What follows belongs to an exercise in optimizing a design on an open flow for small area; a production flow would make more cautious choices.
The RTL was checked by simulation tests, not by an equivalence proof against the original design.
Power figures rest on the tool's default switching activity, not on a simulated workload.

## flow/design.v (module list and top-level ports; edited modules follow where they fit)
// module esc_fa: 10 lines
// module esc_ha: 9 lines
// module esc_top: 1717 lines
module esc_top #(
  parameter int tick_div = 64,
  parameter int debounce = 3
) (
  input  logic                              clk,
  input  logic                              reset,
  input  logic [esc_pkg::axil_addr_w-1:0]   awaddr,
  input  logic                              awvalid,
  output logic                              awready,
  input  logic [esc_pkg::axil_data_w-1:0]   wdata,
  input  logic [esc_pkg::axil_data_w/8-1:0] wstrb,
  input  logic                              wvalid,
  output logic                              wready,
  output logic [1:0]                        bresp,
  output logic                              bvalid,
  input  logic                              bready,
  input  logic [esc_pkg::axil_addr_w-1:0]   araddr,
  input  logic                              arvalid,
  output logic                              arready,
  output logic [esc_pkg::axil_data_w-1:0]   rdata,
  output logic [1:0]                        rresp,
  output logic                              rvalid,
  input  logic                              rready,
  input  logic                              encoder_a,
  input  logic                              encoder_b,
  input  logic                              pwm_en,
  output logic                              motor_positive,
  output logic                              motor_negative
);
  // ...
==> flow/flow/run.sh <==
#!/bin/bash
# Layout flow: the standard flow (standard.sh, unchanged synthesis),
# with two settings passed to ORFS's make:
#  - the input and output port buffers are sky130_fd_sc_hd__buf_1 (the
#    standard flow's buffer_ports picks a larger delay buffer);
#  - clock tree synthesis without dummy loads, with its own buffer list and
#    sink clustering (the standard flow's CTS_ARGS replaces ORFS's default arguments).
# Each tool's full output is in the ORFS logs under orfs/logs/, and make's
# output in flow_make.log in this folder.
set -euo pipefail
cd "$(dirname "$0")/.."
bash standard.sh \
  "BUFFER_PORTS_ARGS=-buffer_cell sky130_fd_sc_hd__buf_1" \
  "CTS_ARGS=-sink_clustering_enable -repair_clock_nets -dont_use_dummy_load -buf_list sky130_fd_sc_hd__clkbuf_8 -sink_clustering_size 15 -sink_clustering_max_diameter 60" \
  finish > flow_make.log 2>&1
==> flow/standard.sh <==
#!/bin/bash
# synth_recipe.tcl (not shown) runs the flow's synth.tcl, then flattens the netlist and writes it again
# the make line also repeats each setting of config.mk as NAME=value (left out here)
make -C /OpenROAD-flow-scripts/flow DESIGN_CONFIG=/design/flow/config.mk WORK_HOME=/design/flow/orfs CLKGATE_MAP_FILE= SYNTH_SCRIPT=/design/flow/synth_recipe.tcl "${@:-finish}"
==> flow/config.mk <==
export PLATFORM = sky130hd
export DESIGN_NAME = esc_top
export DESIGN_NICKNAME = esc_top
export VERILOG_FILES = /design/flow/design.v
export SDC_FILE = /design/flow/constraint.sdc
export NUM_CORES = 4
export LEC_CHECK = 0
export ABC_AREA = 1
export CAP_MARGIN = 20
export CORE_MARGIN = 2
export CORE_UTILIZATION = 40
export SLEW_MARGIN = 20
export SYNTH_HIERARCHICAL = 1
==> flow/constraint.sdc <==
create_clock -name core_clock -period 20.0 [get_ports {clk}]
set_input_delay 4.0000 -clock core_clock [delete_from_list [all_inputs] [get_ports {clk}]]
set_output_delay 4.0000 -clock core_clock [all_outputs]
set_load 0.01 [all_outputs]
==> impl_results.md, run 1 <==
- WL/cell: 17.3 µm
- Synthesized instance count: just over 2000
- Status: timing/DRC/antenna clean
- Startpoint types: flop
- Final TNS setup: 0 ns
- Fmax: 53.3 MHz
- Via count: 13839
- Seq Cell Count: 285
- Crit Path Max Fanout: 17
- WP depth: between 50 and 60
- Worst-Skew Late Latency: between 0.6 and 0.7 ns
- IO Pins: roughly 110
- Layout Utilization: 43.5%
- Final Skew: 0.0507 ns
- Capture point of the worst reg-to-reg path: rd_q[15]
- Seq. cell area: 5950 µm²
- Seq area share: between 30 and 40%
- Number of failing hold endpoints at the final stage: 0
- Post-DP Area: 18900 µm²
- ANT nets after route: 0
- Place WS: approximately 1.4 ns
- Yosys reg bits: 285
- Top-count cell post-synth: nand2_1
- Crit path required time: a little over 20 ns
- GRT met2 Usage: 33.4%
- Top cell category: multi-input combinational cells
- Largest net degree at the start of global routing: 103
- Total Power: 0.000911 W
- Sw power: 0.000212 W
- Total Nets Final: 2495
- Clock-net power: 0.000308 W
- Seq pwr share: 63.5%
- CTS sink cnt: 285
- R2R cell count: 56
- CLK BUF: 26
- Wl on met1: 20900 µm
- Critical Path Sink: rd_q[15]
- Die width: 216 µm
- Post-synthesis adder-cell area fraction: 30.2%
- DRC viols: 0
==> run 2, diff against run 1 <==
--- a/flow/config.mk
+++ b/flow/config.mk
@@ -5,7 +5,7 @@
 export SDC_FILE = /design/flow/constraint.sdc
 export NUM_CORES = 4
 export LEC_CHECK = 0
-export ABC_AREA = 1
+export ABC_AREA = 0
 export CAP_MARGIN = 20
 export CORE_MARGIN = 2
 export CORE_UTILIZATION = 40
==> impl_results.md, run 2 <==
- Status: timing/DRC/antenna clean (unchanged)
- Total Nets Final: 2267 (was 2495)
- Hold depth: 0 (unchanged)
- List of most frequent post-synthesis cells: nand2_1 (329), dfxtp_1 (261), fa_1 (232), inv_1 (129), nor2_1 (123) (was nand2_1 (416), inv_1 (314), dfxtp_1 (261), fa_1 (232), nor2_1 (180))
- Die area: 47300 µm² (was 46800 µm²)
- RSZ-0062 raised after global routing: no (unchanged)
- # setup viols final: 0 (unchanged)
- Port bufs: 85 (unchanged)
- CTS tree: yes (unchanged)
- Fin crit period: 18.77 ns (was 18.75 ns)
- Area delta synth->final: 6.73% (was 6.96%)
- Final TNS setup: 0 ns (unchanged)
- Net Sw Frac: 22.6% (was 23.2%)
- Final Non-Filler Cells: 2509 (was 2728)
- CTS Hold Bufs: 0 (unchanged)
- GRT Residual Overflow: 0 (unchanged)
- First DRT Iteration DRCs: 839 (was 989)
- Crit path required time: 20.39 ns (was 20.46 ns)
- Sw power: 0.000206 W (was 0.000212 W)
- EDFF count, synth: 24 (unchanged)
- Fmax: 53.3 MHz (about the same)
- Worst reg2reg startpoint: meas_period[0] (was period_ref[0])
- Hold Crit Class: flop to flop (unchanged)
- CTS clk-pin slew, worst paths: 0.10 ns (was 0.09 ns)
- Post-DP Area: 19100 µm² (was 18900 µm²)
- WHS: 0.336 ns (was 0.298 ns)
- Setup Buffers After CTS: 0 (unchanged)
- Core Area: 45200 µm² (was 44400 µm²)
- Ys flop type: dfxtp_1 (unchanged)
- Post-Syn Area: 18200 µm² (was 18000 µm²)
- Top cell family by delay on the critical path: adder cells (unchanged)
- R2r setup slk: 1.23 ns (was 1.25 ns)
- Ys Warns: 8 (unchanged)
- Mean Syn Cell Area: 9.79 µm² (was 8.70 µm²)
- ANT nets after route: 0 (unchanged)
- WL/cell: 18.7 µm (was 17.3 µm)
- Worst-case clock buffer depth: 3 (unchanged)
- TritonCTS Buffers: 27 (was 26)
- Die width: 217 µm (was 216 µm)
- Worst-Skew Late Latency: 0.65 ns (was 0.62 ns)
- Worst Hold Launch: raw_meta[0] (was raw_meta[2])
- R2R cell count: 52 (was 56)
- Crit Path Max Fanout: 17 (unchanged)
- Slew headroom: 24.7% (was 30.4%)
- Final Slew Violations: 0 (unchanged)
- Cell variety after synth: 72 (was 51)
- Peak supply drop: 0.0000615 V (was 0.0000526 V)
- Gr usage total: 20.2% (was 20.4%)
- IO Pins: 105 (unchanged)
- CTS root buf: clkbuf_8 (unchanged)
- Yosys reg bits: 285 (unchanged)
- Routed vias/inst: 5.33 (was 5.07)
- Largest net degree at the start of global routing: 65 (was 103)
- Routed wire length: 46800 µm (was 47300 µm)
- Place WS: 1.33 ns (was 1.44 ns)
- Capture point of the worst reg-to-reg path: rd_q[8] (was rd_q[15])
- H-tree depth: 1 (unchanged)
- CP dominant cell by count: fa_1 (unchanged)
- Startpoint types: flop (unchanged)
- Power Dens Cells: 46.8 nW/µm² (was 47.2 nW/µm²)
- First-pass GRT wire length: 75000 µm (was 74700 µm)
- Synthesized instance count: 1863 (was 2075)
- Post-Place Cells: 2480 (was 2701)
- HPWL Detailed: 36400 µm (was 37100 µm)
- Max reg flops: 24 (unchanged)
- Iteration count of the initial detailed-routing pass: 5 (was 7)
- Die height: 217 µm (was 216 µm)
- DRC viols: 0 (unchanged)
- Initial antenna violation count: 5 (was 1)
- Comb power frac: 2.7% (was 2.8%)
- Area leader, netlist: dfxtp_1 (unchanged)
- Reg with most FFs: rd_q (unchanged)
- CP peak stage delay: 0.72 ns (was 0.59 ns)
- Period utilization: 93.9% (was 93.7%)
- Crit. End Element: flop (unchanged)
- GP Congestion: 0.888 (was 0.882)
- Biggest regs: rd_q: 24 flops, error_q: 17 flops, prev_error_n: 17 flops (unchanged)
- Fill cells: 4399 (was 4441)
- Leak: 6.87 nW (was 7.10 nW)
- Cell Int Power: 0.000704 W (was 0.000699 W)
- Crit path setup slack, layout: 1.23 ns (was 1.25 ns)
- Initial Utilization: 40.4% (was 40.6%)
- Slowest stage cell, crit path: fa_1 (unchanged)
- # Max-Cap Violations: 0 (unchanged)
- Worst-Margin Slew: 1.13 ns (was 1.03 ns)
- CTS-repair resized insts: 0 (unchanged)
- Hold EP: raw_s[0] (was raw_s[2])
- Layout cells sized above 1: 4.35% (was 4.22%)
- Buf+Inv Stages, Crit Path: 3 (was 7)
- Worst Setup Path Type: flop to flop (unchanged)
- Clk network pwr share: 33.7% (was 33.8%)
- Number of failing hold endpoints at the final stage: 0 (unchanged)
- CP arrival: 19.17 ns (was 19.21 ns)
- Post-route cell area: 19500 µm² (was 19300 µm²)
- Largest cells by area after synthesis: dfxtp_1 (29%), fa_1 (25%), nand2_1 (6.8%) (was dfxtp_1 (29%), fa_1 (26%), nand2_1 (8.7%))
- Vias in the first global route: 13728 (was 13778)
- Top-count cell post-synth: nand2_1 (unchanged)
- Num rows: 78 (was 77)
- Area share of the largest cell type after synthesis: 28.7% (was 29.0%)
- Commonest cells after routing, fill and taps aside: nand2_1 (329), dfxtp_1 (261), fa_1 (232) (was nand2_1 (416), inv_1 (313), dfxtp_1 (261))
- Asr flop ratio synth: 0% (unchanged)
- Final Skew: 0.131 ns (was 0.0507 ns)
- Via count: 13364 (was 13839)
- Sequential element share of the synthesized area: 32.6% (was 32.9%)
- Seq pwr share: 63.6% (was 63.5%)
- Most common cell after layout, fill and taps aside: nand2_1 (unchanged)
- CTS sink cnt: 285 (unchanged)
[run 2: per-layer routing]
layer	GRT usage [%]	part of all wire (%)
met4	5.41	2.5
met3	3.11	6.2
met5	0	0.13
met2	34.6	49
met1	26.7	43
[run 2: Yosys stat by module, one instance, submodules excluded]
module | area, µm² | times used | flops+latches | cells inside
esc_fa | 20.0 | 232 | 0 | 1
esc_ha | 12.5 | 1 | 0 | 1
esc_top | 13600 | 1 | 285 | 1630
[run 2: power by group through the flow]
stage	sequential, W	clock, W	combinational (W)
2_1_floorplan	0.000592	0	0.0000147
3_3_place_gp	0.000592	0	0.0000239
3_5_place_dp	0.000592	0	0.0000243
4_1_cts	0.000579	0.000317	0.0000244
5_1_grt	0.000579	0.000338	0.0000269
6_report	0.000579	0.000307	0.0000242
[run 2: layout make-up]
type                            count  area [µm²]  area share (%)
Timing Repair Buffer              103         458            2.35
Tap cell                          600         751            3.86
Clock buffer                       27         372            1.91
Sequential cell                   285        5950            30.6
Inverter                          131         492            2.53
Multi-Input combinational cell   1361       11400            58.8
Antenna cell                        2        5.00          0.0257
[run 2: worst max path at each step]
stage	cells after the start	endpoint	startpoint	slack [ns]
floorplan	55	rd_q[7]	div_cnt[2]	2.88
global placement	52	rd_q[7]	div_cnt[2]	1.43
detailed placement	52	rd_q[1]	div_cnt[2]	1.33
CTS	52	rd_q[1]	div_cnt[2]	1.24
global route	52	rd_q[8]	div_cnt[2]	0.47
finish	52	rd_q[8]	meas_period[0]	1.23
[run 2: logic make-up after synthesis]
family	after synthesis	synth area share [%]
flip-flops	285	32.6
AND/OR/NAND/NOR	676	16.7
AO/OA/AOI/OAI	271	9.77
buffers and inverters	226	5.00
other	1	0.0206
multiplexers	85	4.79
adder cells (fa/ha/maj)	310	30.6
XOR/XNOR	9	0.474
[run 2: per-stage QoR]
stage,utilization (%),power (W)
after floorplan,-,0.000607
after global placement,42.2,0.000616
after detailed placement,42.2,0.000616
after CTS,43.0,0.000920
after global routing,43.1,0.000944
final,43.1,0.000910
==> run 3, diff against run 2 <==
--- a/flow/flow/run.sh
+++ b/flow/flow/run.sh
@@ -11,5 +11,5 @@
 cd "$(dirname "$0")/.."
 bash standard.sh \
   "BUFFER_PORTS_ARGS=-buffer_cell sky130_fd_sc_hd__buf_1" \
-  "CTS_ARGS=-sink_clustering_enable -repair_clock_nets -dont_use_dummy_load -buf_list sky130_fd_sc_hd__clkbuf_8 -sink_clustering_size 15 -sink_clustering_max_diameter 60" \
+  "CTS_ARGS=-sink_clustering_enable -repair_clock_nets -dont_use_dummy_load -buf_list sky130_fd_sc_hd__clkbuf_4 -sink_clustering_size 10 -sink_clustering_max_diameter 50" \
   finish > flow_make.log 2>&1
--- a/flow/config.mk
+++ b/flow/config.mk
@@ -5,9 +5,10 @@
 export SDC_FILE = /design/flow/constraint.sdc
 export NUM_CORES = 4
 export LEC_CHECK = 0
-export ABC_AREA = 0
+export ABC_AREA = 1
 export CAP_MARGIN = 20
 export CORE_MARGIN = 2
-export CORE_UTILIZATION = 40
+export CORE_UTILIZATION = 65
+export PLACE_DENSITY = 0.75
 export SLEW_MARGIN = 20
 export SYNTH_HIERARCHICAL = 1
==> impl_results.md, run 3 <==
- Most common cell after layout, fill and taps aside: nand2_1 (unchanged)
- Area leader, netlist: dfxtp_1 (unchanged)
- CTS sink cnt: 285 (unchanged)
- Period utilization: 92.4% (was 93.9%)
- Post-route cell area: 18900 µm² (was 19500 µm²)
- WL/cell: 18.1 µm (was 18.7 µm)
- Multi-input gate area: 10500 µm² (was 11400 µm²)
- List of most frequent post-synthesis cells: nand2_1 (416), inv_1 (314), dfxtp_1 (261), fa_1 (232), nor2_1 (180) (was nand2_1 (329), dfxtp_1 (261), fa_1 (232), inv_1 (129), nor2_1 (123))
- Total Nets Final: 2503 (was 2267)
- Worst reg2reg startpoint: div_cnt[5] (was meas_period[0])
- Worst Hold Launch: raw_meta[0] (unchanged)
- Die width: 171 µm (was 217 µm)
- Commonest cells after routing, fill and taps aside: nand2_1 (416), inv_1 (313), dfxtp_1 (261) (was nand2_1 (329), dfxtp_1 (261), fa_1 (232))
- Vias in the first global route: 14210 (was 13728)
- Crit path required time: 20.37 ns (was 20.39 ns)
- Final Slew Violations: 0 (unchanged)
- Yosys reg bits: 285 (unchanged)
- H-tree depth: 2 (was 1)
- CP dominant cell by count: fa_1 (unchanged)
- Capture point of the worst reg-to-reg path: rd_q[9] (was rd_q[8])
- Ys Warns: 8 (unchanged)
- Fill cells: 2268 (was 4399)
- R2r setup slk: 1.52 ns (was 1.23 ns)
- Final TNS setup: 0 ns (unchanged)
- Slew headroom: 20.1% (was 24.7%)
- Gr usage total: 32.5% (was 20.2%)
- Core Area: 27100 µm² (was 45200 µm²)
- Final Skew: 0.108 ns (was 0.131 ns)
- Synthesized instance count: 2075 (was 1863)
- ANT nets after route: 0 (unchanged)
- Post-Syn Area: 18000 µm² (was 18200 µm²)
- Die height: 171 µm (was 217 µm)
- Routed vias/inst: 5.65 (was 5.33)
- Startpoint types: flop (unchanged)
- Die area: 29100 µm² (was 47300 µm²)
- Sequential element share of the synthesized area: 32.9% (was 32.6%)
- GRT Residual Overflow: 0 (unchanged)
- Worst-Skew Late Latency: 0.69 ns (was 0.65 ns)
- # setup viols final: 0 (unchanged)
- Iteration count of the initial detailed-routing pass: 5 (unchanged)
- Wire length on met2: 21500 µm (was 22700 µm)
- Ys flop type: dfxtp_1 (unchanged)
- Layout cells sized above 1: 4.53% (was 4.35%)
- Peak supply drop: 0.0000546 V (was 0.0000615 V)
- TritonCTS Buffers: 37 (was 27)
- Hold Crit Class: flop to flop (unchanged)
- Cell variety after synth: 51 (was 72)
- Post-DP Area: 18600 µm² (was 19100 µm²)
- CTS clk-pin slew, worst paths: 0.10 ns (about the same)
- IO Pins: 105 (unchanged)
- Fin crit period: 18.48 ns (was 18.77 ns)
- CTS Hold Bufs: 0 (unchanged)
- Max reg flops: 24 (unchanged)
- Crit. End Element: flop (unchanged)
- Final Non-Filler Cells: 2518 (was 2509)
- Fmax: 54.1 MHz (was 53.3 MHz)
- Setup Buffers After CTS: 0 (unchanged)
- Num rows: 60 (was 78)
- Via count: 14235 (was 13364)
- First DRT Iteration DRCs: 1197 (was 839)
- EDFF count, synth: 24 (unchanged)
- # Max-Cap Violations: 0 (unchanged)
- Worst-Margin Slew: 1.19 ns (was 1.13 ns)
- RSZ-0062 raised after global routing: no (unchanged)
- Worst-case clock buffer depth: 3 (unchanged)
- CP arrival: 18.85 ns (was 19.17 ns)
- CP peak stage delay: 0.60 ns (was 0.72 ns)
- Top-count cell post-synth: nand2_1 (unchanged)
- Biggest regs: rd_q: 24 flops, error_q: 17 flops, prev_error_n: 17 flops (unchanged)
- R2R cell count: 56 (was 52)
- CTS-repair resized insts: 0 (unchanged)
- HPWL Detailed: 35900 µm (was 36400 µm)
- Wl on met1: 18900 µm (was 20000 µm)
- Seq. cell area: 5950 µm² (unchanged)
- Power Dens Cells: 46.2 nW/µm² (was 46.8 nW/µm²)
- Initial Utilization: 66.6% (was 40.4%)
- DRC viols: 0 (unchanged)
- Reg with most FFs: rd_q (unchanged)
- Number of failing hold endpoints at the final stage: 0 (unchanged)
- Routed wire length: 45500 µm (was 46800 µm)
- Initial antenna violation count: 3 (was 5)
- Met3 routed WL: 3450 µm (was 2890 µm)
- Hold EP: raw_s[0] (unchanged)
- Hold depth: 0 (unchanged)
- CTS root buf: clkbuf_4 (was clkbuf_8)
- Port bufs: 85 (unchanged)
- Slowest stage cell, crit path: fa_1 (unchanged)
- DR top layer: met4 (was met5)
- Mean Syn Cell Area: 8.70 µm² (was 9.79 µm²)
- Asr flop ratio synth: 0% (unchanged)
- Area share of the largest cell type after synthesis: 29.0% (was 28.7%)
- Leak: 7.07 nW (was 6.87 nW)
- Worst Setup Path Type: flop to flop (unchanged)
- Status: timing/DRC/antenna clean (unchanged)
- CTS tree: yes (unchanged)
- Largest cells by area after synthesis: dfxtp_1 (29%), fa_1 (26%), nand2_1 (8.7%) (was dfxtp_1 (29%), fa_1 (25%), nand2_1 (6.8%))
- First-pass GRT wire length: 73300 µm (was 75000 µm)
- Crit Path Max Fanout: 39 (was 17)
- GP Congestion: 0.939 (was 0.888)
- Area delta synth->final: 4.83% (was 6.73%)
- Largest net degree at the start of global routing: 86 (was 65)
- Post-Place Cells: 2478 (was 2480)
run 3: kinds of logic after synthesis:
logic type	synth area share, %
AOI/OAI and AO/OA	11.7
buffers and inverters	9.04
and+or+nand+nor	15.6
DFF	32.9
xor gates and xnor gates	0.437
other	0.0208
adders and majority gates	30.2
run 3: worst max path at each step:
stage / start / cells after the start / end / slack [ns]
finish: div_cnt[5] / 56 / rd_q[9] / 1.52
CTS: div_cnt[5] / 56 / rd_q[9] / 1.59
detailed placement: div_cnt[5] / 56 / rd_q[9] / 1.77
global route: div_cnt[5] / 55 / rd_q[14] / 0.72
global placement: div_cnt[5] / 56 / rd_q[9] / 1.92
floorplan: div_cnt[0] / 59 / rd_q[12] / 3.32
run 3: per-module statistics from Yosys (local to each module, per instance):
module,copies in the design,flops+latches,cells inside
esc_fa,232,0,1
esc_top,1,285,1842
esc_ha,1,0,1
run 3: stage by stage:
stage	util, %	setup WS (ns)	hold WS [ns]	total power [W]
6_report	69.8	1.52	0.338	0.000873
5_1_grt	69.8	0.715	0.343	0.000901
4_1_cts	69.8	1.59	0.336	0.000878
3_5_place_dp	68.8	1.77	0.315	0.000615
3_3_place_gp	68.8	1.92	0.311	0.000615
2_1_floorplan	-	3.32	0.310	0.000607
run 3: cell type report:
cell class              count  area share [%]
multi-input cells        1384            55.6
flip-flops and latches    285            31.4
inverters                 336            6.67
well taps                 372            2.46
repair buffers            101            2.33
clock buffers              37            1.47
diodes                      3          0.0397
run 3: worst max-delay path: cells and delay by family (launching register included):
| kind | cells | cell delay [ns] |
|---|---|---|
| AOI/OAI and AO/OA | 3 | 0.58 |
| xor gates and xnor gates | 2 | 0.61 |
| adders and majority gates | 33 | 13.36 |
| buffers and inverters | 4 | 0.61 |
| DFF | 1 | 0.35 |
| and+or+nand+nor | 14 | 2.63 |
run 3: layer usage:
| layer | up-vias | GRT usage, % |
|---|---|---|
| met4 | 0 | 12.1 |
| met3 | 105 | 5.09 |
| met5 | - | 0 |
| li1 | 6671 | - |
| met2 | 548 | 52.8 |
| met1 | 6911 | 44.4 |
run 3: report_power, final:
group          internal, W  leakage [nW]  switching (W)
Clock            0.0000854         0.170       0.000185
Combinational   0.00000686          4.55      0.0000174
Sequential        0.000577          2.35     0.00000144
==> run 4, diff against run 3 <==
--- a/flow/config.mk
+++ b/flow/config.mk
@@ -8,7 +8,7 @@
 export ABC_AREA = 1
 export CAP_MARGIN = 20
 export CORE_MARGIN = 2
-export CORE_UTILIZATION = 65
-export PLACE_DENSITY = 0.75
+export CORE_UTILIZATION = 75
+export PLACE_DENSITY = 0.85
 export SLEW_MARGIN = 20
 export SYNTH_HIERARCHICAL = 1
==> impl_results.md, run 4 <==
- Status: timing/DRC/antenna clean (unchanged)
- Via count: 14419 (was 14235)
- Biggest regs: rd_q: 24 flops, error_q: 17 flops, prev_error_n: 17 flops (unchanged)
- Period utilization: 91.6% (was 92.4%)
- Largest net degree at the start of global routing: 85 (was 86)
- Routed wire length: 44800 µm (was 45500 µm)
- Synthesized instance count: 2075 (unchanged)
- Yosys reg bits: 285 (unchanged)
- Worst-Margin Slew: 1.02 ns (was 1.19 ns)
- Initial antenna violation count: 1 (was 3)
- Die area: 25300 µm² (was 29100 µm²)
- Final Skew: 0.0922 ns (was 0.108 ns)
- Power Dens Cells: 46.4 nW/µm² (was 46.2 nW/µm²)
- Core Area: 23500 µm² (was 27100 µm²)
- Post-synthesis adder-cell area fraction: 30.2% (unchanged)
- Crit. End Element: flop (unchanged)
- Die width: 159 µm (was 171 µm)
- WL/cell: 18.2 µm (was 18.1 µm)
- Number of failing hold endpoints at the final stage: 0 (unchanged)
- Area delta synth->final: 4.42% (was 4.83%)
- CTS-repair resized insts: 0 (unchanged)
- Final Slew Violations: 0 (unchanged)
- Slowest stage cell, crit path: fa_1 (unchanged)
- Ys Warns: 8 (unchanged)
- Gr usage total: 36.7% (was 32.5%)
- Port bufs: 85 (unchanged)
- Cell variety after synth: 51 (unchanged)
- Sw power: 0.000204 W (about the same)
- CP arrival: 18.73 ns (was 18.85 ns)
- Mux cell area share after synthesis: 0% (unchanged)
- CTS Hold Bufs: 0 (unchanged)
- Hold Crit Class: flop to flop (unchanged)
- Max reg flops: 24 (unchanged)
- Leak: 7.07 nW (about the same)
- Area share of the largest cell type after synthesis: 29.0% (unchanged)
- WP depth: 57 (was 56)
- # setup viols final: 0 (unchanged)
- EDFF count, synth: 24 (unchanged)
- IO Pins: 105 (unchanged)
- Commonest cells after routing, fill and taps aside: nand2_1 (416), inv_1 (313), dfxtp_1 (261) (unchanged)
- Layout cells sized above 1: 4.48% (was 4.53%)
- Most common cell after layout, fill and taps aside: nand2_1 (unchanged)
- Largest cells by area after synthesis: dfxtp_1 (29%), fa_1 (26%), nand2_1 (8.7%) (unchanged)
- CP peak stage delay: 0.58 ns (was 0.60 ns)
- ANT nets after route: 0 (unchanged)
- Crit path setup slack, layout: 1.69 ns (was 1.52 ns)
- GP Congestion: 0.970 (was 0.939)
- R2R cell count: 57 (was 56)
- WHS: 0.336 ns (was 0.338 ns)
- Comb power frac: 2.8% (about the same)
- DRC viols: 0 (unchanged)
- Vias in the first global route: 14396 (was 14210)
- Crit path required time: 20.42 ns (was 20.37 ns)
- Worst Setup Path Type: flop to flop (unchanged)
- CTS tree: yes (unchanged)
- Post-Syn Area: 18000 µm² (unchanged)
- GRT Residual Overflow: 0 (unchanged)
- Asr flop ratio synth: 0% (unchanged)
- Ys flop type: dfxtp_1 (unchanged)
- Slew headroom: 31.1% (was 20.1%)
- H-tree depth: 2 (unchanged)
- Startpoint types: flop (unchanged)
- Reg with most FFs: rd_q (unchanged)
- Fill cells: 1646 (was 2268)
- Net Sw Frac: 23.4% (about the same)
- Combinational family with the most area after synthesis: adder cells (unchanged)
- Die height: 159 µm (was 171 µm)
- Xor/xnor share of the synthesized area: 0.437% (unchanged)
- Final TNS setup: 0 ns (unchanged)
- Layout Utilization: 80.0% (was 69.8%)
- Num rows: 56 (was 60)
- Cell Int Power: 0.000669 W (about the same)
- Top-count cell post-synth: nand2_1 (unchanged)
- Worst-Skew Late Latency: 0.68 ns (was 0.69 ns)
- Fmax: 54.6 MHz (was 54.1 MHz)
- Clk network pwr share: 30.9% (was 31.0%)
- Buf+Inv Stages, Crit Path: 6 (was 4)
- Mean Syn Cell Area: 8.70 µm² (unchanged)
- HPWL Detailed: 35300 µm (was 35900 µm)
- Peak supply drop: 0.0000564 V (was 0.0000546 V)
- Fin crit period: 18.31 ns (was 18.48 ns)
- Initial Utilization: 76.7% (was 66.6%)
- Total Nets Final: 2503 (unchanged)
- CTS root buf: clkbuf_4 (unchanged)
- Iteration count of the initial detailed-routing pass: 7 (was 5)
- Post-synthesis compound-gate area fraction: 11.7% (unchanged)
- CTS sink cnt: 285 (unchanged)
- Total Power: 0.000873 W (about the same)
- CTS clk-pin slew, worst paths: 0.10 ns (about the same)
- # Max-Cap Violations: 0 (unchanged)
- Sequential element share of the synthesized area: 32.9% (unchanged)
- Top cell family by delay on the critical path: adder cells (unchanged)
- Post-synthesis simple-gate area fraction: 15.6% (unchanged)
- List of most frequent post-synthesis cells: nand2_1 (416), inv_1 (314), dfxtp_1 (261), fa_1 (232), nor2_1 (180) (unchanged)
- Crit Path Max Fanout: 17 (was 39)
- Seq pwr share: 66.2% (about the same)
- CP dominant cell by count: fa_1 (unchanged)
- Setup Buffers After CTS: 0 (unchanged)
- First DRT Iteration DRCs: 1378 (was 1197)
- RSZ-0062 raised after global routing: no (unchanged)
- Place WS: 1.80 ns (was 1.77 ns)
- Area leader, netlist: dfxtp_1 (unchanged)
- Hold depth: 0 (unchanged)
- Worst-case clock buffer depth: 3 (unchanged)
- Routed vias/inst: 5.85 (was 5.65)
- TritonCTS Buffers: 37 (unchanged)
- First-pass GRT wire length: 73800 µm (was 73300 µm)
-- run 4: layout make-up --
type / instances / area (µm²) / area share (%)
Multi-Input combinational cell: 1384 / 10500 / 55.8
Inverter: 336 / 1260 / 6.69
Antenna cell: 2 / 5.00 / 0.0266
Sequential cell: 285 / 5950 / 31.6
Timing Repair Buffer: 101 / 440 / 2.34
Tap cell: 319 / 399 / 2.12
Clock buffer: 37 / 278 / 1.47
-- run 4: power groups by stage --
stage          clock network [W]  registers [W]  logic [W]
2_1_floorplan                  0       0.000592  0.0000148
3_3_place_gp                   0       0.000591  0.0000233
3_5_place_dp                   0       0.000592  0.0000242
4_1_cts                 0.000273       0.000578  0.0000242
5_1_grt                 0.000292       0.000579  0.0000274
6_report                0.000270       0.000578  0.0000247
-- run 4: logic make-up (layout without fill, tap and decap cells) --
| kind of cell | Yosys count | in the layout |
|---|---|---|
| buf+inv | 415 | 474 |
| compound gates | 367 | 367 |
| xor+xnor | 9 | 9 |
| simple gates | 702 | 702 |
| fa+ha+maj | 296 | 296 |
| flops | 285 | 285 |
| other cells | 1 | 12 |
-- run 4: per-module statistics from Yosys (local to each module, per instance) --
| module | area, µm² | flops+latches | cells |
|---|---|---|---|
| esc_top | 13400 | 285 | 1842 |
| esc_fa | 20.0 | 0 | 1 |
| esc_ha | 12.5 | 0 | 1 |
-- run 4: routing by layer --
layer	track usage, %	up-vias	share of wire, %
met5	0	-	0
met1	49.7	6885	39
met2	59.8	734	47
met3	6.75	134	10
li1	-	6666	-
met4	14.1	0	4.1
-- run 4: final timing paths --
kind         slack [ns]  endpoint           from
max                1.69   rd_q[9]  period_ref[0]
min                0.34  raw_s[0]    raw_meta[0]
max reg2reg        1.69   rd_q[9]  period_ref[0]
min reg2reg        0.34  raw_s[0]    raw_meta[0]
-- run 4: metrics by stage --
stage          cells  area (µm²)
3_5_place_dp    2425       18600
4_1_cts         2462       18800
2_1_floorplan   2084       18100
3_3_place_gp    2425       18600
6_report        2464       18800
5_1_grt         2464       18800
==> run 5, diff against run 4 <==
--- a/flow/config.mk
+++ b/flow/config.mk
@@ -8,7 +8,6 @@
 export ABC_AREA = 1
 export CAP_MARGIN = 20
 export CORE_MARGIN = 2
-export CORE_UTILIZATION = 75
-export PLACE_DENSITY = 0.85
+export CORE_UTILIZATION = 40
 export SLEW_MARGIN = 20
 export SYNTH_HIERARCHICAL = 1
==> impl_results.md, run 5 <==
- Slowest stage cell, crit path: fa_1 (unchanged)
- CTS-repair resized insts: 0 (unchanged)
- Mux cell area share after synthesis: 0% (unchanged)
- Fin crit period: 18.73 ns (was 18.31 ns)
- # setup viols final: 0 (unchanged)
- Clk network pwr share: 32.3% (was 30.9%)
- Worst Hold Launch: raw_meta[2] (was raw_meta[0])
- Final TNS setup: 0 ns (unchanged)
- Power Dens Cells: 46.4 nW/µm² (about the same)
- Ys Warns: 8 (unchanged)
- Ys flop type: dfxtp_1 (unchanged)
- Layout cells sized above 1: 4.84% (was 4.48%)
- Final Non-Filler Cells: 2742 (was 2464)
- Cell Int Power: 0.000676 W (was 0.000669 W)
- Total Power: 0.000892 W (was 0.000873 W)
- Startpoint types: flop (unchanged)
- Post-synthesis compound-gate area fraction: 11.7% (unchanged)
- Worst reg2reg startpoint: period_ref[0] (unchanged)
- Xor/xnor share of the synthesized area: 0.437% (unchanged)
- Final Skew: 0.0863 ns (was 0.0922 ns)
- Initial Utilization: 40.6% (was 76.7%)
- Post-synthesis simple-gate area fraction: 15.6% (unchanged)
- Area delta synth->final: 6.64% (was 4.42%)
- HPWL Detailed: 37100 µm (was 35300 µm)
- Post-Syn Area: 18000 µm² (unchanged)
- Most common cell after layout, fill and taps aside: nand2_1 (unchanged)
- Total Nets Final: 2509 (was 2503)
- DRC viols: 0 (unchanged)
- Comb power frac: 2.8% (about the same)
- Initial antenna violation count: 1 (unchanged)
- Critical path launch point: period_ref[0] (unchanged)
- Worst-case clock buffer depth: 3 (unchanged)
- CTS Hold Bufs: 0 (unchanged)
- Hold Crit Class: flop to flop (unchanged)
- Routed vias/inst: 5.05 (was 5.85)
- Crit path required time: 20.62 ns (was 20.42 ns)
- # Max-Cap Violations: 0 (unchanged)
- Vias in the first global route: 13894 (was 14396)
- Sequential element share of the synthesized area: 32.9% (unchanged)
- Final Slew Violations: 0 (unchanged)
- Leak: 7.10 nW (was 7.07 nW)
- GRT Residual Overflow: 0 (unchanged)
- Max reg flops: 24 (unchanged)
- Reg with most FFs: rd_q (unchanged)
- EDFF count, synth: 24 (unchanged)
- GP Congestion: 0.882 (was 0.970)
- Port bufs: 85 (unchanged)
- First-pass GRT wire length: 75400 µm (was 73800 µm)
- Combinational family with the most area after synthesis: adder cells (unchanged)
- Worst-Skew Late Latency: 0.77 ns (was 0.68 ns)
- Core Area: 44400 µm² (was 23500 µm²)
- Post-synthesis adder-cell area fraction: 30.2% (unchanged)
- Die width: 216 µm (was 159 µm)
- First DRT Iteration DRCs: 921 (was 1378)
- Number of failing hold endpoints at the final stage: 0 (unchanged)
- CTS sink cnt: 285 (unchanged)
- List of most frequent post-synthesis cells: nand2_1 (416), inv_1 (314), dfxtp_1 (261), fa_1 (232), nor2_1 (180) (unchanged)
- Routed wire length: 47600 µm (was 44800 µm)
- Period utilization: 93.7% (was 91.6%)
- Largest cells by area after synthesis: dfxtp_1 (29%), fa_1 (26%), nand2_1 (8.7%) (unchanged)
- TritonCTS Buffers: 40 (was 37)
- IO Pins: 105 (unchanged)
- Crit. End Element: flop (unchanged)
- Top-count cell post-synth: nand2_1 (unchanged)
- WL/cell: 17.3 µm (was 18.2 µm)
- Area share of the largest cell type after synthesis: 29.0% (unchanged)
- RSZ-0062 raised after global routing: no (unchanged)
- Yosys reg bits: 285 (unchanged)
- Largest net degree at the start of global routing: 103 (was 85)
- Worst-Margin Slew: 1.00 ns (was 1.02 ns)
- H-tree depth: 2 (unchanged)
- CTS tree: yes (unchanged)
- CP dominant cell by count: fa_1 (unchanged)
- Net Sw Frac: 24.3% (was 23.4%)
- Fmax: 53.4 MHz (was 54.6 MHz)
- Area leader, netlist: dfxtp_1 (unchanged)
- ANT nets after route: 0 (unchanged)
- Biggest regs: rd_q: 24 flops, error_q: 17 flops, prev_error_n: 17 flops (unchanged)
- Fill cells: 4457 (was 1646)
- Status: timing/DRC/antenna clean (unchanged)
- Seq pwr share: 64.8% (was 66.2%)
- Mean Syn Cell Area: 8.70 µm² (unchanged)
- Die height: 216 µm (was 159 µm)
- Sw power: 0.000217 W (was 0.000204 W)
- Top cell family by delay on the critical path: adder cells (unchanged)
- Iteration count of the initial detailed-routing pass: 6 (was 7)
- Setup Buffers After CTS: 0 (unchanged)
- Num rows: 77 (was 56)
- Post-Place Cells: 2701 (was 2425)
- Gr usage total: 20.7% (was 36.7%)
- Slew headroom: 32.2% (was 31.1%)
- Worst Setup Path Type: flop to flop (unchanged)
- Via count: 13844 (was 14419)
- CTS root buf: clkbuf_4 (unchanged)
- Cell variety after synth: 51 (unchanged)
- Commonest cells after routing, fill and taps aside: nand2_1 (416), inv_1 (313), dfxtp_1 (261) (unchanged)
- Asr flop ratio synth: 0% (unchanged)
- Peak supply drop: 0.0000552 V (was 0.0000564 V)
- Die area: 46800 µm² (was 25300 µm²)
- Buf+Inv Stages, Crit Path: 7 (was 6)
- Crit Path Max Fanout: 17 (unchanged)
- Synthesized instance count: 2075 (unchanged)
- CTS clk-pin slew, worst paths: 0.10 ns (about the same)
- CP arrival: 19.35 ns (was 18.73 ns)
- CP peak stage delay: 0.59 ns (was 0.58 ns)
[run 5: metrics by stage]
| step | cell area, µm² | utilization, % | hold slack (ns) | setup WS [ns] |
|---|---|---|---|---|
| after floorplan | 18100 | - | 0.310 | 3.32 |
| after global placement | 18900 | 42.6 | 0.312 | 1.60 |
| after detailed placement | 18900 | 42.6 | 0.316 | 1.44 |
| after CTS | 19200 | 43.3 | 0.339 | 1.38 |
| after global routing | 19200 | 43.3 | 0.351 | 0.613 |
| final | 19200 | 43.3 | 0.336 | 1.27 |
[run 5: power groups by stage]
stage	Combinational (W)	Sequential, W	Clock (W)
6_report	0.0000251	0.000578	0.000289
5_1_grt	0.0000280	0.000579	0.000326
4_1_cts	0.0000251	0.000579	0.000302
3_5_place_dp	0.0000250	0.000592	0
3_3_place_gp	0.0000244	0.000592	0
2_1_floorplan	0.0000148	0.000592	0
[run 5: cell families after synthesis]
family / count (synthesis)
adder cells (fa/ha/maj): 296
buffers and inverters: 415
flip-flops: 285
AO/OA/AOI/OAI: 367
XOR/XNOR: 9
other: 1
AND/OR/NAND/NOR: 702
[run 5: per-module statistics from Yosys (local to each module, per instance)]
module / flops+latches / copies in the design
esc_fa: 0 / 232
esc_top: 285 / 1
esc_ha: 0 / 1
[run 5: final cells by class]
type / count / area [µm²] / area share [%]
Tap cell: 592 / 741 / 3.85
Inverter: 336 / 1260 / 6.55
Antenna cell: 1 / 2.50 / 0.0130
Sequential cell: 285 / 5950 / 30.9
Timing Repair Buffer: 104 / 463 / 2.41
Multi-Input combinational cell: 1384 / 10500 / 54.7
Clock buffer: 40 / 300 / 1.56
[run 5: worst reg2reg max path, delay by kind of cell (launching register included)]
kind,cells,cell delay [ns]
buffers and inverters,7,1.01
flip-flops,1,0.31
AO/OA/AOI/OAI,4,0.96
XOR/XNOR,2,0.68
adder cells (fa/ha/maj),34,13.99
AND/OR/NAND/NOR,9,1.61
[run 5: path summary, 6_finish.rpt]
check | to | slack, ns | cells after the start
setup / recovery | rd_q[14] | 1.27 | 56
hold / removal | raw_s[2] | 0.34 | 0
setup reg to reg | rd_q[14] | 1.27 | 56
hold reg to reg | raw_s[2] | 0.34 | 0
[run 5: metal layers]
layer / part of all wire, % / vias up / track usage (%) / wire length (µm)
met5: 0 / - / 0 / 0
met4: 3.1 / 0 / 7.69 / 1470
met3: 6.1 / 84 / 3.45 / 2910
met2: 47 / 398 / 33.9 / 22400
met1: 44 / 6695 / 27.6 / 20800
li1: - / 6667 / - / -
==> run 6, diff against run 5 <==
--- a/flow/config.mk
+++ b/flow/config.mk
@@ -6,8 +6,9 @@
 export NUM_CORES = 4
 export LEC_CHECK = 0
 export ABC_AREA = 1
-export CAP_MARGIN = 20
+export CAP_MARGIN = 0
 export CORE_MARGIN = 2
-export CORE_UTILIZATION = 40
-export SLEW_MARGIN = 20
+export CORE_UTILIZATION = 65
+export PLACE_DENSITY = 0.75
+export SLEW_MARGIN = 0
 export SYNTH_HIERARCHICAL = 1
==> impl_results.md, run 6 <==
- IO Pins: 105 (unchanged)
- # setup viols final: 0 (unchanged)
- Iteration count of the initial detailed-routing pass: 5 (was 6)
- TritonCTS Buffers: 37 (was 40)
- Worst reg2reg startpoint: div_cnt[5] (was period_ref[0])
- Fill cells: 2268 (was 4457)
- Layout cells sized above 1: 4.53% (was 4.84%)
- Fin crit period: 18.48 ns (was 18.73 ns)
- Total Power: 0.000873 W (was 0.000892 W)
- Hold Crit Class: flop to flop (unchanged)
- CTS Hold Bufs: 0 (unchanged)
- Die height: 171 µm (was 216 µm)
- HPWL Detailed: 35900 µm (was 37100 µm)
- Asr flop ratio synth: 0% (unchanged)
- H-tree depth: 2 (unchanged)
- Worst Setup Path Type: flop to flop (unchanged)
- Final Non-Filler Cells: 2518 (was 2742)
- Hold depth: 0 (unchanged)
- Slowest stage cell, crit path: fa_1 (unchanged)
- Seq. cell area: 5950 µm² (unchanged)
- Mean Syn Cell Area: 8.70 µm² (unchanged)
- Core Area: 27100 µm² (was 44400 µm²)
- Max reg flops: 24 (unchanged)
- Routed vias/inst: 5.65 (was 5.05)
- Crit path required time: 20.37 ns (was 20.62 ns)
- Post-route cell area: 18900 µm² (was 19200 µm²)
- Status: timing/DRC/antenna clean (unchanged)
- Commonest cells after routing, fill and taps aside: nand2_1 (416), inv_1 (313), dfxtp_1 (261) (unchanged)
- CTS root buf: clkbuf_4 (unchanged)
- WL/cell: 18.1 µm (was 17.3 µm)
- CP dominant cell by count: fa_1 (unchanged)
- Top cell family by delay on the critical path: adder cells (unchanged)
- CP arrival: 18.85 ns (was 19.35 ns)
- Seq pwr share: 66.2% (was 64.8%)
- First-pass GRT wire length: 73300 µm (was 75400 µm)
- Leak: 7.07 nW (was 7.10 nW)
- Power Dens Cells: 46.2 nW/µm² (was 46.4 nW/µm²)
- GRT Residual Overflow: 0 (unchanged)
- Die width: 171 µm (was 216 µm)
- Largest cells by area after synthesis: dfxtp_1 (29%), fa_1 (26%), nand2_1 (8.7%) (unchanged)
- CTS sink cnt: 285 (unchanged)
- Ys flop type: dfxtp_1 (unchanged)
- R2R cell count: 56 (unchanged)
- ANT nets after route: 0 (unchanged)
- CTS-repair resized insts: 0 (unchanged)
- Post-Syn Area: 18000 µm² (unchanged)
- Sequential element share of the synthesized area: 32.9% (unchanged)
- CTS clk-pin slew, worst paths: 0.10 ns (about the same)
- CTS tree: yes (unchanged)
- Top-count cell post-synth: nand2_1 (unchanged)
- Die area: 29100 µm² (was 46800 µm²)
- Slew headroom: 20.1% (was 32.2%)
- Initial antenna violation count: 3 (was 1)
- Number of failing hold endpoints at the final stage: 0 (unchanged)
- Yosys reg bits: 285 (unchanged)
- Initial Utilization: 66.6% (was 40.6%)
- Area leader, netlist: dfxtp_1 (unchanged)
- Largest net degree at the start of global routing: 86 (was 103)
- Peak supply drop: 0.0000546 V (was 0.0000552 V)
- Capture point of the worst reg-to-reg path: rd_q[9] (was rd_q[14])
- Layout Utilization: 69.8% (was 43.3%)
- DRC viols: 0 (unchanged)
- Crit Path Max Fanout: 39 (was 17)
- Net Sw Frac: 23.4% (was 24.3%)
- Post-Place Cells: 2478 (was 2701)
- Startpoint types: flop (unchanged)
- Post-DP Area: 18600 µm² (was 18900 µm²)
- Multi-input gate area: 10500 µm² (about the same)
- Ys Warns: 8 (unchanged)
- Period utilization: 92.4% (was 93.7%)
- Fmax: 54.1 MHz (was 53.4 MHz)
- Area share of the largest cell type after synthesis: 29.0% (unchanged)
- Crit. End Element: flop (unchanged)
- Final TNS setup: 0 ns (unchanged)
- Final Skew: 0.108 ns (was 0.0863 ns)
- Final Slew Violations: 0 (unchanged)
- EDFF count, synth: 24 (unchanged)
- Port bufs: 85 (unchanged)
- Biggest regs: rd_q: 24 flops, error_q: 17 flops, prev_error_n: 17 flops (unchanged)
- Worst Hold Launch: raw_meta[0] (was raw_meta[2])
- Synthesized instance count: 2075 (unchanged)
- Vias in the first global route: 14210 (was 13894)
- # Max-Cap Violations: 0 (unchanged)
- Cell Int Power: 0.000669 W (was 0.000676 W)
- Worst-Skew Late Latency: 0.69 ns (was 0.77 ns)
- Setup Buffers After CTS: 0 (unchanged)
- RSZ-0062 raised after global routing: no (unchanged)
- Routed wire length: 45500 µm (was 47600 µm)
- Sw power: 0.000204 W (was 0.000217 W)
- First DRT Iteration DRCs: 1197 (was 921)
- GP Congestion: 0.939 (was 0.882)
- Total Nets Final: 2503 (was 2509)
- Via count: 14235 (was 13844)
- CP peak stage delay: 0.60 ns (was 0.59 ns)
- List of most frequent post-synthesis cells: nand2_1 (416), inv_1 (314), dfxtp_1 (261), fa_1 (232), nor2_1 (180) (unchanged)
- Most common cell after layout, fill and taps aside: nand2_1 (unchanged)
- Clk network pwr share: 31.0% (was 32.3%)
- Reg with most FFs: rd_q (unchanged)
- R2r setup slk: 1.52 ns (was 1.27 ns)
- Buf+Inv Stages, Crit Path: 4 (was 7)
- Area delta synth->final: 4.83% (was 6.64%)
- Worst-Margin Slew: 1.19 ns (was 1.00 ns)
- Hold EP: raw_s[0] (was raw_s[2])
- Comb power frac: 2.8% (about the same)
- Worst-case clock buffer depth: 3 (unchanged)
- Gr usage total: 32.5% (was 20.7%)
- Cell variety after synth: 51 (unchanged)
- Num rows: 60 (was 77)
[run 6: power groups by stage]
stage	logic [W]	clock network (W)	registers [W]
2_1_floorplan	0.0000148	0	0.000592
3_3_place_gp	0.0000231	0	0.000592
3_5_place_dp	0.0000238	0	0.000592
4_1_cts	0.0000239	0.000276	0.000578
5_1_grt	0.0000269	0.000295	0.000579
6_report	0.0000243	0.000271	0.000578
[run 6: logic make-up after synthesis]
family          count (synthesis)  share of synthesized area, %
compound gates                367                          11.7
xor+xnor                        9                         0.437
fa+ha+maj                     296                          30.2
buf+inv                       415                          9.04
flops                         285                          32.9
other cells                     1                        0.0208
simple gates                  702                          15.6
[run 6: stage by stage]
| step | hold slack, ns | setup slack (ns) |
|---|---|---|
| 4_1_cts | 0.336 | 1.59 |
| 5_1_grt | 0.343 | 0.715 |
| 3_5_place_dp | 0.315 | 1.77 |
| 2_1_floorplan | 0.310 | 3.32 |
| 6_report | 0.338 | 1.52 |
| 3_3_place_gp | 0.311 | 1.92 |
[run 6: layout make-up]
type | count | area share, %
Antenna cell | 3 | 0.0397
Clock buffer | 37 | 1.47
Inverter | 336 | 6.67
Multi-Input combinational cell | 1384 | 55.6
Sequential cell | 285 | 31.4
Tap cell | 372 | 2.46
Timing Repair Buffer | 101 | 2.33
[run 6: worst max-delay path by stage]
stage                           to  cells past startpoint  startpoint  slack [ns]
after detailed placement   rd_q[9]                     56  div_cnt[5]        1.77
after global placement     rd_q[9]                     56  div_cnt[5]        1.92
final                      rd_q[9]                     56  div_cnt[5]        1.52
after floorplan           rd_q[12]                     59  div_cnt[0]        3.32
after CTS                  rd_q[9]                     56  div_cnt[5]        1.59
after global routing      rd_q[14]                     55  div_cnt[5]        0.72
[run 6: Yosys stat by module (local to each module, per instance)]
| module | copies in the design | area, µm² |
|---|---|---|
| esc_fa | 232 | 20.0 |
| esc_ha | 1 | 12.5 |
| esc_top | 1 | 13400 |
[run 6: worst reg2reg max path: cells and delay by family, from the launching register on]
family | cells | cell delay (ns)
simple gates | 14 | 2.66
xor+xnor | 2 | 0.61
compound gates | 3 | 0.60
buf+inv | 4 | 0.63
fa+ha+maj | 33 | 13.38
flops | 1 | 0.35
[run 6: routing by layer]
| layer | vias to the layer above | GRT usage (%) | share of wire, % |
|---|---|---|---|
| li1 | 6671 | - | - |
| met1 | 6911 | 44.4 | 42 |
| met2 | 548 | 52.8 | 47 |
| met3 | 105 | 5.09 | 7.6 |
| met4 | 0 | 12.1 | 3.5 |
| met5 | - | 0 | 0 |
==> run 7, diff against run 6 <==
--- a/flow/flow/run.sh
+++ b/flow/flow/run.sh
@@ -4,7 +4,7 @@
 #  - the input and output port buffers are sky130_fd_sc_hd__buf_1 (the
 #    standard flow's buffer_ports picks a larger delay buffer);
 #  - clock tree synthesis without dummy loads, with its own buffer list and
-#    sink clustering (the standard flow's CTS_ARGS replaces ORFS's default arguments).
+#    sink clustering (ORFS's CTS_ARGS, which replaces its default arguments).
 # Each tool's full output is in the ORFS logs under orfs/logs/, and make's
 # output in flow_make.log in this folder.
 set -euo pipefail
--- a/flow/config.mk
+++ b/flow/config.mk
@@ -6,9 +6,9 @@
 export NUM_CORES = 4
 export LEC_CHECK = 0
 export ABC_AREA = 1
-export CAP_MARGIN = 0
+export CAP_MARGIN = 20
 export CORE_MARGIN = 2
 export CORE_UTILIZATION = 65
 export PLACE_DENSITY = 0.75
-export SLEW_MARGIN = 0
+export SLEW_MARGIN = 20
 export SYNTH_HIERARCHICAL = 1
==> impl_results.md, run 7 <==
- First DRT Iteration DRCs: 1197 (unchanged)
- Crit. End Element: flop (unchanged)
- Net Sw Frac: 23.4% (unchanged)
- Post-DP Area: 18600 µm² (unchanged)
- # setup viols final: 0 (unchanged)
- Routed vias/inst: 5.65 (unchanged)
- Yosys reg bits: 285 (unchanged)
- Die height: 171 µm (unchanged)
- CTS root buf: clkbuf_4 (unchanged)
- Status: timing/DRC/antenna clean (unchanged)
- CTS tree: yes (unchanged)
- Die area: 29100 µm² (unchanged)
- Most common cell after layout, fill and taps aside: nand2_1 (unchanged)
- DRC viols: 0 (unchanged)
- Asr flop ratio synth: 0% (unchanged)
- Area share of the largest cell type after synthesis: 29.0% (unchanged)
- Cell variety after synth: 51 (unchanged)
- Reg with most FFs: rd_q (unchanged)
- Initial Utilization: 66.6% (unchanged)
- Cell Int Power: 0.000669 W (unchanged)
- Post-Syn Area: 18000 µm² (unchanged)
- CTS-repair resized insts: 0 (unchanged)
- Top-count cell post-synth: nand2_1 (unchanged)
- EDFF count, synth: 24 (unchanged)
- Hold Crit Class: flop to flop (unchanged)
- GRT Residual Overflow: 0 (unchanged)
- Slowest stage cell, crit path: fa_1 (unchanged)
- First-pass GRT wire length: 73300 µm (unchanged)
- Ys flop type: dfxtp_1 (unchanged)
- Layout Utilization: 69.8% (unchanged)
- Sw power: 0.000204 W (unchanged)
- Crit Path Max Fanout: 39 (unchanged)
- Largest cells by area after synthesis: dfxtp_1 (29%), fa_1 (26%), nand2_1 (8.7%) (unchanged)
- Area leader, netlist: dfxtp_1 (unchanged)
- Slew headroom: 20.1% (unchanged)
- Max reg flops: 24 (unchanged)
- List of most frequent post-synthesis cells: nand2_1 (416), inv_1 (314), dfxtp_1 (261), fa_1 (232), nor2_1 (180) (unchanged)
- ANT nets after route: 0 (unchanged)
- Via count: 14235 (unchanged)
- Worst-Skew Late Latency: 0.69 ns (about the same)
- Layout cells sized above 1: 4.53% (unchanged)
- Gr usage total: 32.5% (unchanged)
- Fin crit period: 18.48 ns (unchanged)
- Initial antenna violation count: 3 (unchanged)
- Area delta synth->final: 4.83% (unchanged)
- HPWL Detailed: 35900 µm (unchanged)
- CTS Hold Bufs: 0 (unchanged)
- Fmax: 54.1 MHz (unchanged)
- CTS clk-pin slew, worst paths: 0.10 ns (about the same)
- Worst-case clock buffer depth: 3 (unchanged)
- Final TNS setup: 0 ns (unchanged)
- RSZ-0062 raised after global routing: no (unchanged)
- Ys Warns: 8 (unchanged)
- Iteration count of the initial detailed-routing pass: 5 (unchanged)
- Setup Buffers After CTS: 0 (unchanged)
- TritonCTS Buffers: 37 (unchanged)
- Final Skew: 0.108 ns (unchanged)
- Startpoint types: flop (unchanged)
- Mean Syn Cell Area: 8.70 µm² (unchanged)
- Port bufs: 85 (unchanged)
- Total Nets Final: 2503 (unchanged)
- Peak supply drop: 0.0000546 V (unchanged)
- GP Congestion: 0.939 (unchanged)
- CP arrival: 18.85 ns (about the same)
- Leak: 7.07 nW (unchanged)
- WL/cell: 18.1 µm (unchanged)
- Crit path required time: 20.37 ns (about the same)
- Core Area: 27100 µm² (unchanged)
- Vias in the first global route: 14210 (unchanged)
- CTS sink cnt: 285 (unchanged)
- CP peak stage delay: 0.60 ns (about the same)
- Die width: 171 µm (unchanged)
- Final Slew Violations: 0 (unchanged)
- IO Pins: 105 (unchanged)
- # Max-Cap Violations: 0 (unchanged)
- CP dominant cell by count: fa_1 (unchanged)
- Number of failing hold endpoints at the final stage: 0 (unchanged)
- Biggest regs: rd_q: 24 flops, error_q: 17 flops, prev_error_n: 17 flops (unchanged)
- Period utilization: 92.4% (unchanged)
- H-tree depth: 2 (unchanged)
- Largest net degree at the start of global routing: 86 (unchanged)
- Worst-Margin Slew: 1.19 ns (unchanged)
- Worst Setup Path Type: flop to flop (unchanged)
- Synthesized instance count: 2075 (unchanged)
- Power Dens Cells: 46.2 nW/µm² (unchanged)
- Commonest cells after routing, fill and taps aside: nand2_1 (416), inv_1 (313), dfxtp_1 (261) (unchanged)
- Clk network pwr share: 31.0% (about the same)
- Comb power frac: 2.8% (about the same)
- Post-route cell area: 18900 µm² (unchanged)
- Sequential element share of the synthesized area: 32.9% (unchanged)
- Routed wire length: 45500 µm (unchanged)
- Seq pwr share: 66.2% (about the same)
- Num rows: 60 (unchanged)
run 7: cell counts in the layout (fill, tap and decap cells not counted):
Identical to the previous run, type by type.
run 7: modules after synthesis (local to each module, per instance):
module	copies in the design	cell area [µm²]	cells inside
esc_fa	232	20.0	1
esc_ha	1	12.5	1
esc_top	1	13400	1842
run 7: cell families (layout without fill, tap and decap cells):
kind of cell	Yosys count	count (layout)	synth area share, %
and+or+nand+nor	702	702	15.6
adders and majority gates	296	296	30.2
AOI/OAI and AO/OA	367	367	11.7
other	1	13	0.0208
xor gates and xnor gates	9	9	0.437
DFF	285	285	32.9
buffers and inverters	415	474	9.04
run 7: path summary, 6_finish.rpt:
kind	from	endpoint	slack, ns	cells past startpoint
worst max-delay path	div_cnt[5]	rd_q[9]	1.52	56
worst min-delay path	raw_meta[0]	raw_s[0]	0.34	0
worst max register to register	div_cnt[5]	rd_q[9]	1.52	56
worst min register to register	raw_meta[0]	raw_s[0]	0.34	0
run 7: worst max-delay path: cells and delay by family, from the launching register on:
family	cells	cell delay (ns)
xor+xnor	2	0.61
compound gates	3	0.58
flops	1	0.35
fa+ha+maj	33	13.36
simple gates	14	2.63
buf+inv	4	0.61
run 7: power by group through the flow:
stage | clock, W | combinational (W) | sequential (W)
2_1_floorplan | 0 | 0.0000148 | 0.000592
3_3_place_gp | 0 | 0.0000231 | 0.000592
3_5_place_dp | 0 | 0.0000238 | 0.000592
4_1_cts | 0.000276 | 0.0000239 | 0.000578
5_1_grt | 0.000295 | 0.0000269 | 0.000579
6_report | 0.000271 | 0.0000243 | 0.000578
run 7: area by class of cell:
| type | count | area, µm² |
|---|---|---|
| Tap cell | 372 | 465 |
| Clock buffer | 37 | 278 |
| Multi-Input combinational cell | 1384 | 10500 |
| Sequential cell | 285 | 5950 |
| Inverter | 336 | 1260 |
| Timing Repair Buffer | 101 | 440 |
| Fill cell | 2268 | 8180 |
| Antenna cell | 3 | 7.51 |
run 7: metal layers:
metal	track usage (%)	wire length, µm	up-vias
met1	44.4	18900	6911
met4	12.1	1590	0
li1	-	-	6671
met5	0	0	-
met2	52.8	21500	548
met3	5.09	3450	105
run 7: per-stage QoR:
step	total power [W]	setup slack [ns]	cells	hold slack, ns
2_1_floorplan	0.000607	3.32	2084	0.310
3_3_place_gp	0.000615	1.92	2478	0.311
3_5_place_dp	0.000615	1.77	2478	0.315
4_1_cts	0.000878	1.59	2515	0.336
5_1_grt	0.000901	0.715	2516	0.343
6_report	0.000873	1.52	2518	0.338

static timing again, ports no longer ideal:
In the flow no input, the clock included, has a driving cell. The finished layouts below were timed again as built, in two steps. Step 1 (the two cells are an assumption about what drives the block):
set clk [get_ports {clk}]
set_driving_cell -lib_cell sky130_fd_sc_hd__clkbuf_16 $clk
set_driving_cell -lib_cell sky130_fd_sc_hd__buf_2 [delete_from_list [all_inputs] $clk]
Step 2 moves the port delays by t, midway between the first and last clock arrival at a register: inputs arrive t later, outputs are due t later. That takes back most of the time a late clock gives input paths. a / b / c = no drivers / after step 1 / after step 2; a / b = the first two.
| run | shift t [ns] | setup slack, ns | worst setup path after step 2 | clock arrival spread, ns | worst data-port slew with drivers (ns) |
|---|---|---|---|---|---|
| run 1 | 0.641 | 1.253 / 1.253 / 1.253 | register to register | 0.050 / 0.051 | 0.09 |
| run 2 | 0.628 | 1.227 / 1.227 / 1.227 | register to register | 0.132 / 0.131 | 0.08 |
| run 3 | 0.680 | 1.517 / 1.517 / 1.517 | register to register | 0.108 / 0.108 | 0.07 |
| run 4 | 0.678 | 1.687 / 1.687 / 1.687 | register to register | 0.092 / 0.092 | 0.06 |
| run 5 | 0.775 | 1.269 / 1.269 / 1.269 | register to register | 0.087 / 0.086 | 0.08 |
| run 6 | 0.680 | 1.517 / 1.517 / 1.517 | register to register | 0.108 / 0.108 | 0.07 |
| run 7 | 0.680 | 1.517 / 1.517 / 1.517 | register to register | 0.108 / 0.108 | 0.07 |
After both steps setup and hold are still met in every run listed.
